What follows belongs to an exercise in optimizing a design on an open flow for small area; a production flow would make more cautious choices.
Where RTL was checked, it was by simulation tests only, not by an equivalence proof against the original.
Only the layout flow was run in run 1; the RTL was not checked for function there.
Power is estimated from default activity; no workload was simulated.

File: flow/config.mk
export PLATFORM = sky130hd
export DESIGN_NAME = bowlingScorer
export DESIGN_NICKNAME = bowlingScorer
export VERILOG_FILES = /design/flow/design.v
export SDC_FILE = /design/flow/constraint.sdc
export NUM_CORES = 4
export LEC_CHECK = 0
export CAP_MARGIN = 20
export CORE_MARGIN = 2
export CORE_UTILIZATION = 40
export SLEW_MARGIN = 20
File: flow/constraint.sdc
create_clock -name core_clock -period 20.0 [get_ports {button}]
set_input_delay 4.0000 -clock core_clock [delete_from_list [all_inputs] [get_ports {button}]]
set_output_delay 4.0000 -clock core_clock [all_outputs]
set_load 0.01 [all_outputs]
File: flow/design.v
package bowlingPkg;
	localparam int NUM_FRAMES = 10;       
	localparam int PIN_COUNT  = 10;       
	localparam int MAX_ROLLS  = 21;       
	localparam int PIN_W         = 4;     
	localparam int ROLL_IDX_W    = 5;     
	localparam int FRAME_IDX_W   = 4;     
	localparam int FRAME_SCORE_W = 6;     
	localparam int TOTAL_W       = 9;     
	localparam int KIND_W = 2;
	localparam logic [KIND_W-1:0] KIND_OPEN   = 2'd0;
	localparam logic [KIND_W-1:0] KIND_SPARE  = 2'd1;   
	localparam logic [KIND_W-1:0] KIND_STRIKE = 2'd2;   
endpackage
`timescale 1ns/1ps
import bowlingPkg::*;
module bowlingScorer (
	input  logic                      button,       
	input  logic                      arstN,
	input  logic [PIN_W-1:0]          pinsIn,
	input  logic [FRAME_IDX_W-1:0]    frameSel,
	output logic [FRAME_SCORE_W-1:0]  frameScore,
	output logic                      frameReady,
	output logic [TOTAL_W-1:0]        gameTotal,
	output logic                      gameOver
);
	localparam int SC_W = 5;    
	localparam logic [1:0] ST_FIRST  = 2'd0;   
	localparam logic [1:0] ST_SECOND = 2'd1;   
	localparam logic [1:0] ST_TEN_X  = 2'd2;   
	localparam logic [1:0] ST_TEN_3  = 2'd3;   
	logic [FRAME_IDX_W-1:0] rdyCnt;       
	logic [1:0]             ballSt;
	logic                   strikePend;   
	logic                   aNext;        
	logic [PIN_W-1:0]       prevPins;     
	logic [TOTAL_W-1:0]     total;
	logic [SC_W-1:0]        score [NUM_FRAMES];
	logic              over, isTen, spare, tenth;
	logic              stFirst, stSecond, stTenX, aStrike;
	logic              wA, wB;
	logic [SC_W-1:0]   sumB, sumA, incB, inc;
	logic [SC_W-1:0]   busE, busO;
	logic [NUM_FRAMES-1:0] settled;      
	logic [NUM_FRAMES-1:0] atRdy;        
	assign over = rdyCnt[3] & rdyCnt[1];
	for (genvar f = 0; f < NUM_FRAMES; f++) begin : gDec
		assign settled[f] = (rdyCnt > FRAME_IDX_W'(f));
		assign atRdy[f]   = (rdyCnt == FRAME_IDX_W'(f));
	end
	assign isTen = pinsIn[3] & pinsIn[1];
	assign stFirst  = (ballSt == ST_FIRST);
	assign stSecond = (ballSt == ST_SECOND);
	assign stTenX   = (ballSt == ST_TEN_X);
	assign sumB  = SC_W'(prevPins) + SC_W'(pinsIn);
	assign spare = sumB[3] & sumB[1];
	assign sumA  = SC_W'(PIN_COUNT) + (aStrike ? sumB : SC_W'(pinsIn));
	assign aStrike = strikePend | stSecond | stTenX;
	assign tenth = (atRdy[9] & !aNext & !strikePend)
		| (atRdy[8] & (aNext ^ strikePend))
		| (atRdy[7] & aNext & strikePend);
	assign wA = aNext;
	assign wB = stSecond & !spare;
	assign incB = wA ? (aStrike ? (wB ? {sumB[3:0], 1'b0} : sumB) : SC_W'(pinsIn))
	                 : (wB ? sumB : '0);
	assign inc  = incB + (wA ? SC_W'(PIN_COUNT) : '0);
	assign busE = (wA & !rdyCnt[0]) ? sumA : sumB;
	assign busO = (wA &  rdyCnt[0]) ? sumA : sumB;
	always_ff @(posedge button or negedge arstN) begin
		if (!arstN) begin
			rdyCnt     <= '0;
			ballSt     <= ST_FIRST;
			strikePend <= 1'b0;
			aNext      <= 1'b0;
			total      <= '0;
		end else begin
			rdyCnt     <= rdyCnt + {2'b00, wA & wB, wA ^ wB};
			total      <= total + TOTAL_W'(inc);
			strikePend <= (stFirst & isTen & !tenth & !over) | stTenX;
			aNext      <= (stFirst & strikePend) | (stSecond & spare) | stTenX;
			ballSt[0]  <= (stFirst & !over & !isTen) | (stSecond & tenth & spare) | stTenX;
			ballSt[1]  <= (stFirst & isTen & tenth) | (stSecond & tenth & spare) | stTenX;
		end
	end
	always_ff @(posedge button)
		prevPins <= pinsIn;
	for (genvar f = 0; f < NUM_FRAMES; f++) begin : gScore
		always_ff @(posedge button)
			if (!settled[f])
				score[f] <= (f % 2) ? busO : busE;
	end
	logic [SC_W-1:0] selScore;
	assign selScore = frameSel[3] ? (frameSel[0] ? score[9] : score[8]) : score[frameSel[2:0]];
	assign frameReady = (frameSel < rdyCnt);
	assign frameScore = frameReady ? FRAME_SCORE_W'(selScore) : '0;
	assign gameTotal  = total;
	assign gameOver   = over;
endmodule
File: flow/flow/run.sh
#!/bin/bash
# Standard ORFS layout with smaller port buffers, a lean clock tree and
# area recovery; each tool's output goes to its own log here.
set -euo pipefail
bash standard.sh \
  "BUFFER_PORTS_ARGS=-buffer_cell sky130_fd_sc_hd__buf_1" \
  "CTS_ARGS=-sink_clustering_enable -repair_clock_nets -dont_use_dummy_load -root_buf sky130_fd_sc_hd__clkbuf_16 -buf_list sky130_fd_sc_hd__clkbuf_16 -sink_clustering_size 80" \
  "RECOVER_POWER=100" \
  finish > standard_flow.log 2>&1
File: flow/standard.sh
#!/bin/bash
# synth_recipe.tcl (not shown) runs the flow's synth.tcl, then flattens the netlist and writes it again
# the make line also repeats each setting of config.mk as NAME=value (left out here)
make -C /OpenROAD-flow-scripts/flow DESIGN_CONFIG=/design/flow/config.mk WORK_HOME=/design/flow/orfs CLKGATE_MAP_FILE= SYNTH_SCRIPT=/design/flow/synth_recipe.tcl "${@:-finish}"
==> summary.txt, run 1 <==
outcome finished clean; critical path cell sequence clkbuf_1, ha_1, nor2b_1, o21ai_0, nand2b_1, a211oi_1, buf_1; WP depth 7; Yosys cell types between 50 and 60; Top FF cell, synth edfxtp_1; max-cap violation count 0; antenna violations before repair 0; P&R area growth vs syn 9.79%; RSZ-0062 raised after global routing no; Root Buffer clkbuf_16; router iterations before antenna repair 4; worst-margin pin slew ~1.1 ns; Synth async-reset ratio 0.239; CP Data Required Time 16.00 ns; Fin. Hold Viols 0; CP top delay family buffers and inverters; CTS tree yes; setup violators final 0; CTS buffer count 9; vias in the first global route 2275; power density cells approximately 170 nW/µm²; Synth area leader edfxtp_1; Seq/Total Area, Yosys 0.536; Routed wire per std cell about 17 µm; Synth top cells by count edfxtp_1 (50), nand2_1 (20), a21oi_1 (19); Setup CP Type input port to output pin; Mapped Avg Cell Area between 10 and 15 µm²; Sequential Power Share 0.403; EDFF count, synth 50; Port Buffer Count 25; Power, Total about 700 µW; Setup Buffers After CTS 0; Worst Path Buf+Inv 2; Reg-to-Reg End total[8]; Overflow after GRT 0; area share of the largest cell type after synthesis 0.401; NetSw 271 µW; Worst Hold Class register to register; Resize count post-CTS 0; Post-DRT Antenna Nets 0; initial core utilization 0.409; Leakage 1.57 nW; Die Span Y around 100 µm; Worst Setup End Kind output pin; Internal Power ~450 µW; diodes inserted 0; GP Congestion roughly 0.87; Combinational Power Share 0.418; clk slew on worst S/H paths approximately 0.050 ns; Iteration-0 DRC Markers roughly 160; critical path arrival 5.74 ns; post-synthesis instance area 3750 µm²; fin nets about 360; Rel. slew slack 0.228; hold path start total[8]; reg-to-reg slack, setup 16.11 ns; clock sinks 71; Slowest cell on crit path clkbuf_1; Clk pwr share 0.178; CP Max Fanout 12; I/O Pins 27; # rows 35; most frequent cell after synthesis edfxtp_1; post-DP HPWL between 5 and 6 mm; vias per std cell between 5 and 6; DRC viols 0; fin util 0.449; switching share of power 0.378; final period utilization 0.487; crit path from frameSel[2]; Largest stage delay, worst path roughly 0.46 ns; Die ar. ~10000 µm²; Max Slew Vio Count 0; setup TNS 0 ns; maximum vdd drop approximately 0.084 mV; Synth Net Count 335; Core ar. between 9000 and 10000 µm²; clock skew approximately 0.022 ns; pin count of the biggest net entering global routing 21; clock latency on the worst-skew pair between 0.3 and 0.4 ns; Worst Setup Start Kind input port; Synthesis Warnings 2; Die X between 100 and 150 µm; final WL around 7.4 mm; post-cts hold buffer count 0; Reg2Reg Depth 14; largest cells by area after synthesis edfxtp_1 (40%), dfrtp_1 (11%), ha_1 (5.7%), mux4_2 (4.8%), mux2i_1 (2.7%); via count roughly 2400; CTS Buffer Depth 2; layout cells sized above 1 0.0836; Filler cells 841; Seq cells post-synth 71; Mapped Cells about 310; fin crit period about 9.7 ns; CP endpoint frameScore[0]; Fmax between 100 and 150 MHz; Total GRT Usage 0.155; worst reg2reg path startpoint prevPins[0]; H-tree depth 3; first-pass GRT wire length roughly 12 mm
## worst min path at each step
| stage | endpoint | cells past startpoint |
|---|---|---|
| 2_1_floorplan | rdyCnt[0] | 1 |
| 3_3_place_gp | total[8] | 1 |
| 3_5_place_dp | total[7] | 1 |
| 4_1_cts | total[7] | 1 |
| 5_1_grt | total[7] | 1 |
| 6_report | total[8] | 1 |
## logic make-up after synthesis
| logic type | after synthesis | share of synthesized area |
|---|---|---|
| buffers and inverters | 32 | 0.0407 |
| flip-flops | 71 | 0.536 |
| AND/OR/NAND/NOR | 74 | 0.106 |
| other | 1 | 0.00100 |
| multiplexers | 22 | 0.0878 |
| AO/OA/AOI/OAI | 70 | 0.121 |
| XOR/XNOR | 15 | 0.0351 |
| adder cells (fa/ha/maj) | 20 | 0.0728 |
## cells in the final DEF (no fill, tap or decap), types with 2 or more instances in the layout
cell / n
edfxtp_1: 50
nand2_1: 20
buf_1: 20
a21oi_1: 19
ha_1: 17
dfrtp_1: 17
o21ai_0: 14
inv_1: 13
nor2_1: 13
a211oi_1: 12
xnor2_1: 10
mux2i_1: 10
nor2b_1: 9
clkbuf_16: 9
mux4_2: 8
nor3_1: 6
clkbuf_1: 6
nand3_1: 5
nand2b_1: 5
xor2_1: 5
a31oi_1: 4
dfxtp_1: 4
mux2_1: 3
fa_1: 3
or3_1: 2
o22ai_1: 2
a21o_1: 2
nand4b_1: 2
o21a_1: 2
a21o_2: 2
o31ai_1: 2
nor4_1: 2
nand4_1: 2
buf_4: 2
## per-layer routing
layer  track usage  part of all wire  up-vias
met5             0                 0        -
met4        0.0611             0.022        0
met3        0.0388             0.038       15
met2         0.242              0.47       50
met1         0.210              0.47     1157
li1              -                 -     1171
## state kept, by name, summed over array words and instances (netlist names)
register and count:
prevPins 4, aNext 1, score 50, total 9, ballSt 2, strikePend 1, rdyCnt 4
## through the flow
step / cells / setup slack, ns / cell area (µm²) / hold WS [ns]
2_1_floorplan: 305 / 10.74 / 3750 / 0.477
3_3_place_gp: 425 / 10.32 / 3900 / 0.460
4_1_cts: 434 / 10.22 / 4120 / 0.506
3_5_place_dp: 425 / 10.23 / 3900 / 0.497
6_report: 434 / 10.26 / 4110 / 0.489
5_1_grt: 434 / 10.05 / 4110 / 0.526
## cell type report
class	count	area [µm²]	share of cell area
timing repair buffer	28	113	0.0274
inverter	13	48.8	0.0119
tap	111	139	0.0338
clock buffer	9	225	0.0548
multi-input combinational	202	1580	0.384
sequential	71	2010	0.488
## power groups by stage
stage	combinational, mW	clock (mW)	sequential (mW)
6_report	0.300	0.128	0.290
5_1_grt	0.339	0.138	0.298
4_1_cts	0.307	0.131	0.290
3_5_place_dp	0.305	0	0.292
3_3_place_gp	0.300	0	0.290
2_1_floorplan	0.249	0	0.273
==> run 2, diff against run 1 <==
==> flow/design.v (replaced) <==
package bowlingPkg;
	localparam int NUM_FRAMES = 10;       
	localparam int PIN_COUNT  = 10;       
	localparam int MAX_ROLLS  = 21;       
	localparam int PIN_W         = 4;     
	localparam int ROLL_IDX_W    = 5;     
	localparam int FRAME_IDX_W   = 4;     
	localparam int FRAME_SCORE_W = 6;     
	localparam int TOTAL_W       = 9;     
	localparam int KIND_W = 2;
	localparam logic [KIND_W-1:0] KIND_OPEN   = 2'd0;
	localparam logic [KIND_W-1:0] KIND_SPARE  = 2'd1;   
	localparam logic [KIND_W-1:0] KIND_STRIKE = 2'd2;   
endpackage
`timescale 1ns/1ps
import bowlingPkg::*;
module bowlingScorer (
	input  logic                      button,       
	input  logic                      arstN,
	input  logic [PIN_W-1:0]          pinsIn,
	input  logic [FRAME_IDX_W-1:0]    frameSel,
	output logic [FRAME_SCORE_W-1:0]  frameScore,
	output logic                      frameReady,
	output logic [TOTAL_W-1:0]        gameTotal,
	output logic                      gameOver
);
	localparam int SC_W = 5;    
	localparam logic [1:0] ST_FIRST  = 2'd0;   
	localparam logic [1:0] ST_SECOND = 2'd1;   
	localparam logic [1:0] ST_TEN_X  = 2'd2;   
	localparam logic [1:0] ST_TEN_3  = 2'd3;   
	logic [FRAME_IDX_W-1:0] rdyCnt;     
	logic [1:0]             ballSt;
	logic                   strikePend;   
	logic                   aNext;        
	logic                   aStrike;      
	logic [PIN_W-1:0]       prevPins;     
	logic [TOTAL_W-1:0]     total;
	logic [SC_W-1:0]        score [NUM_FRAMES];
	logic              over;
	logic [SC_W-1:0]   sumB, sumA;
	logic              wA, wB, tenth, isTen, spare;
	logic [1:0]        nPend;
	logic [SC_W-1:0]   busE, busO;
	logic [FRAME_IDX_W-1:0] addrB;
	assign over  = (rdyCnt == FRAME_IDX_W'(NUM_FRAMES));
	assign isTen = (pinsIn == PIN_W'(PIN_COUNT));
	assign sumB  = SC_W'(prevPins) + SC_W'(pinsIn);
	assign sumA  = SC_W'(PIN_COUNT) + (aStrike ? sumB : SC_W'(pinsIn));
	assign spare = (sumB == SC_W'(PIN_COUNT));
	assign nPend = {1'b0, aNext} + {1'b0, strikePend};
	assign tenth = ((rdyCnt + FRAME_IDX_W'(nPend)) == FRAME_IDX_W'(NUM_FRAMES - 1));
	assign wA = !over && aNext;
	assign wB = !over && (ballSt == ST_SECOND) && !spare;
	assign addrB = rdyCnt + FRAME_IDX_W'(wA);
	assign busE  = (wA && !rdyCnt[0]) ? sumA : sumB;
	assign busO  = (wA &&  rdyCnt[0]) ? sumA : sumB;
	always_ff @(posedge button or negedge arstN) begin
		if (!arstN) begin
			rdyCnt     <= '0;
			ballSt     <= ST_FIRST;
			strikePend <= 1'b0;
			aNext      <= 1'b0;
			aStrike    <= 1'b0;
			total      <= '0;
		end else if (!over) begin
			rdyCnt     <= rdyCnt + FRAME_IDX_W'(wA) + FRAME_IDX_W'(wB);
			total      <= total + (wA ? TOTAL_W'(sumA) : '0) + (wB ? TOTAL_W'(sumB) : '0);
			strikePend <= (ballSt == ST_FIRST) && isTen && !tenth;
			aNext      <= strikePend || ((ballSt == ST_SECOND) && spare) || (ballSt == ST_TEN_X);
			aStrike    <= strikePend || (ballSt == ST_TEN_X);
			case (ballSt)
				ST_FIRST:  ballSt <= !isTen ? ST_SECOND : (tenth ? ST_TEN_X : ST_FIRST);
				ST_SECOND: ballSt <= (tenth && spare) ? ST_TEN_3 : ST_FIRST;
				ST_TEN_X:  ballSt <= ST_TEN_3;
				default:   ballSt <= ST_FIRST;
			endcase
		end
	end
	always_ff @(posedge button)
		prevPins <= pinsIn;
	for (genvar f = 0; f < NUM_FRAMES; f++) begin : gScore
		always_ff @(posedge button)
			if ((wA && rdyCnt == FRAME_IDX_W'(f)) || (wB && addrB == FRAME_IDX_W'(f)))
				score[f] <= (f % 2) ? busO : busE;
	end
	logic [SC_W-1:0] selScore;
	assign selScore = frameSel[3] ? (frameSel[0] ? score[9] : score[8]) : score[frameSel[2:0]];
	assign frameReady = (frameSel < rdyCnt);
	assign frameScore = frameReady ? FRAME_SCORE_W'(selScore) : '0;
	assign gameTotal  = total;
	assign gameOver   = over;
endmodule
==> flow/run.sh (new file) <==
#!/bin/bash
# synth_recipe.tcl (not shown) runs the flow's synth.tcl, then flattens the netlist and writes it again
# the make line also repeats each setting of config.mk as NAME=value (left out here)
make -C /OpenROAD-flow-scripts/flow DESIGN_CONFIG=/design/flow/config.mk WORK_HOME=/design/flow/orfs CLKGATE_MAP_FILE= SYNTH_SCRIPT=/design/flow/synth_recipe.tcl finish
removed: flow/flow/run.sh
removed: flow/standard.sh
==> run 2 against run 1 <==
Compared with the run above: still clean on timing, DRC and antenna; global-route usage grew 1.8 points; sequential share of layout area shrank 5.4 points; synthesized area grew 11%; first-iteration DRC count grew 14%; clock-buffer cell count is the same.
==> summary.txt, run 2 <==
clock sinks 72; power density cells around 75 nW/µm²; Setup CP Type input port to output pin; Routed wire per std cell ~18 µm; final WL just over 9 mm; Synth top cells by count edfxtp_1 (50), nand2_1 (31), inv_1 (25); post-synthesis instance area approximately 4200 µm²; clk slew on worst S/H paths approximately 0.08 ns; Fmax approximately 94 MHz; Largest regs score (50), total (9); commonest cells after routing, fill and taps aside edfxtp_1 (50), nand2_1 (31), inv_1 (25), clkdlybuf4s50_1 (25), ha_1 (19); Mapped Cells 362; vias in the first global route roughly 2800; Overflow after GRT 0; P&R area growth vs syn 12.7%; Largest stage delay, worst path ~1.1 ns; Yosys cell types 59; Clk pwr share 0.331; maximum vdd drop 0.0351 mV; final period utilization 0.533; Seq/Total Area, Yosys 0.489; area of the multi-input gates 1930 µm²; initial core utilization 0.408; layout cells sized above 1 0.102; worst-margin pin slew between 1 and 1.5 ns; Slowest cell on crit path clkdlybuf4s50_1; WHS Path Cells 1; Mapped Avg Cell Area around 11 µm²; Max Slew Vio Count 0; setup violators final 0; switching share of power 0.280; post-cts hold buffer count 0; Leakage approximately 1.8 nW; Setup Buffers After CTS 0; most common cell after layout, fill and taps aside edfxtp_1; vias per std cell between 5 and 6; Core ar. slightly above 10000 µm²; NetSw just under 100 µW; Combinational Power Share 0.181; critical path arrival 6.65 ns; fin util 0.460; GP Congestion roughly 0.8; Iteration-0 DRC Markers approximately 190; largest register by flop count score; fin crit period approximately 11 ns; pin count of the biggest net entering global routing 25; Sequential Power Share 0.488; Worst Hold Class register to register; Synth async-reset ratio 0.250; outcome finished clean; area share of the largest cell type after synthesis 0.361; Worst Setup End Kind output pin; reg-to-reg slack, setup 15.55 ns; Reg-to-Reg End total[7]; Die Span Y 106 µm; Rel. slew slack 0.257; Synth Net Count roughly 400; EDFF count, synth 50; via count 2826; CP top delay family buffers and inverters; CTS tree yes; Die X between 100 and 150 µm; router iterations before antenna repair 4; sequential cell area 2030 µm²; Total GRT Usage 0.174; Die ar. 11200 µm²; Filler cells between 900 and 1000; Power, Total ~350 µW; CTS buffer count 9; clock skew between 0.01 and 0.015 ns; Top FF cell, synth edfxtp_1; max-cap violation count 0; Synthesis Warnings 2; Resize count post-CTS 0; RSZ-0062 raised after global routing no; Post-DRT Antenna Nets 0; Seq cells post-synth between 70 and 80; largest cells by area after synthesis edfxtp_1 (36%), dfrtp_1 (11%), ha_1 (5.7%), fa_1 (3.9%), mux2i_1 (3.4%); setup TNS 0 ns; diodes inserted 0; Internal Power ~250 µW; post-DP HPWL about 6.7 mm; Largest register FFs 50; fin nets approximately 420; most frequent cell after synthesis edfxtp_1; DRC viols 0; critical path cell sequence clkdlybuf4s50_1, nand2b_1, a21oi_1, o21ai_0, a21oi_1, o21a_1, clkdlybuf4s50_1; Worst Setup Start Kind input port; Synth area leader edfxtp_1; I/O Pins 27; antenna violations before repair 0; H-tree depth 3; Port Buffer Count 25; worst reg2reg path startpoint prevPins[0]; # rows 37; first-pass GRT wire length about 15 mm; hold path start total[8]; hold endpoint total[8]; CP Max Fanout 24; Root Buffer clkbuf_8; Fin. Hold Viols 0; Reg2Reg Depth 17; clock latency on the worst-skew pair around 0.35 ns; CP Data Required Time roughly 16 ns; CTS Buffer Depth 2; Worst Path Buf+Inv 2
==> run 2: changes by cell type after synthesis, moves of 4 or more <==
cell	before	now
mux4_2	8	4
mux2i_1	10	14
inv_1	13	25
nand2_1	20	31
nand3_1	5	9
o32ai_1	0	4
mux2_2	3	10
a31oi_1	4	0
fa_1	3	8
o22ai_1	2	6
and3_1	1	5
==> run 2: stage by stage <==
stage	instances	area [µm²]	hold WS (ns)	setup WS, ns
CTS	520	4670	0.496	9.31
floorplan	362	4150	0.508	10.79
detailed placement	504	4480	0.472	9.32
global placement	504	4480	0.465	9.43
global route	520	4680	0.508	9.14
finish	520	4680	0.488	9.35
==> run 2: cells by family (layout without fill, tap and decap cells) <==
logic type | after synthesis | after routing | share of synthesized area
DFF | 72 | 72 | 0.489
muxes | 28 | 28 | 0.0825
adders and majority gates | 27 | 27 | 0.0958
xor gates and xnor gates | 14 | 14 | 0.0295
and+or+nand+nor | 97 | 97 | 0.125
other | 1 | 1 | 0.000903
buffers and inverters | 45 | 67 | 0.0473
AOI/OAI and AO/OA | 78 | 78 | 0.130
==> run 2: how the worst max path moves through the flow <==
stage                      from       endpoint  depth (start not counted)
global placement    frameSel[0]  frameScore[1]                          7
CTS                 frameSel[0]  frameScore[1]                          7
global route        frameSel[0]  frameScore[1]                          7
floorplan           frameSel[2]  frameScore[3]                          5
finish              frameSel[0]  frameScore[1]                          7
detailed placement  frameSel[2]  frameScore[1]                          7
==> run 2: final cells by class <==
cell class,count,area share
timing repair buffer,25,0.0535
multi-input combinational,245,0.413
inverter,26,0.0214
clock inverter,7,0.0152
clock buffer,9,0.0265
tap,136,0.0364
sequential,72,0.434
==> run 2: power groups by stage <==
stage | Sequential (mW) | Combinational (mW) | Clock (mW)
floorplan | 0.175 | 0.0392 | 0
global placement | 0.175 | 0.0621 | 0
detailed placement | 0.175 | 0.0630 | 0
CTS | 0.172 | 0.0637 | 0.117
global route | 0.172 | 0.0709 | 0.124
finish | 0.172 | 0.0636 | 0.116
==> run 2: per-layer routing <==
layer  global-route usage  vias up  routed length, µm
li1                     -     1366                  -
met1                0.236     1389               4290
met2                0.286       62               4520
met3               0.0313        9                310
met4               0.0498        0                102
met5                    0        -                  0

static timing again, ports no longer ideal:
The results above use ideal ports. As a check the final layouts listed here were re-extracted and re-timed, cells and wires unchanged. Step 1, drivers: a clkbuf_16 drives button and a buf_2 each remaining input, both assumed. Step 2 also shifts input and output timing later by t, the mid clock arrival at the registers, as if the neighbouring blocks saw the same clock. a / b / c = ideal / step 1 / step 2; a / b = the first two.
run	t (ns)	slack for setup (ns)	hold WS [ns]	worst register clock-pin slew, ns	cell pins on the clock port's net
run 1	0.349	10.261 / 10.236 / 10.236	0.489 / 0.489 / 0.489	0.06 / 0.06	1
run 2	0.379	9.350 / 9.324 / 9.324	0.488 / 0.488 / 0.488	0.09 / 0.09	1
After both steps every run listed still meets setup and hold. The setup slack of run 2, which loses most, moves by -0.026 ns with the drivers and by -0.026 ns with both steps.
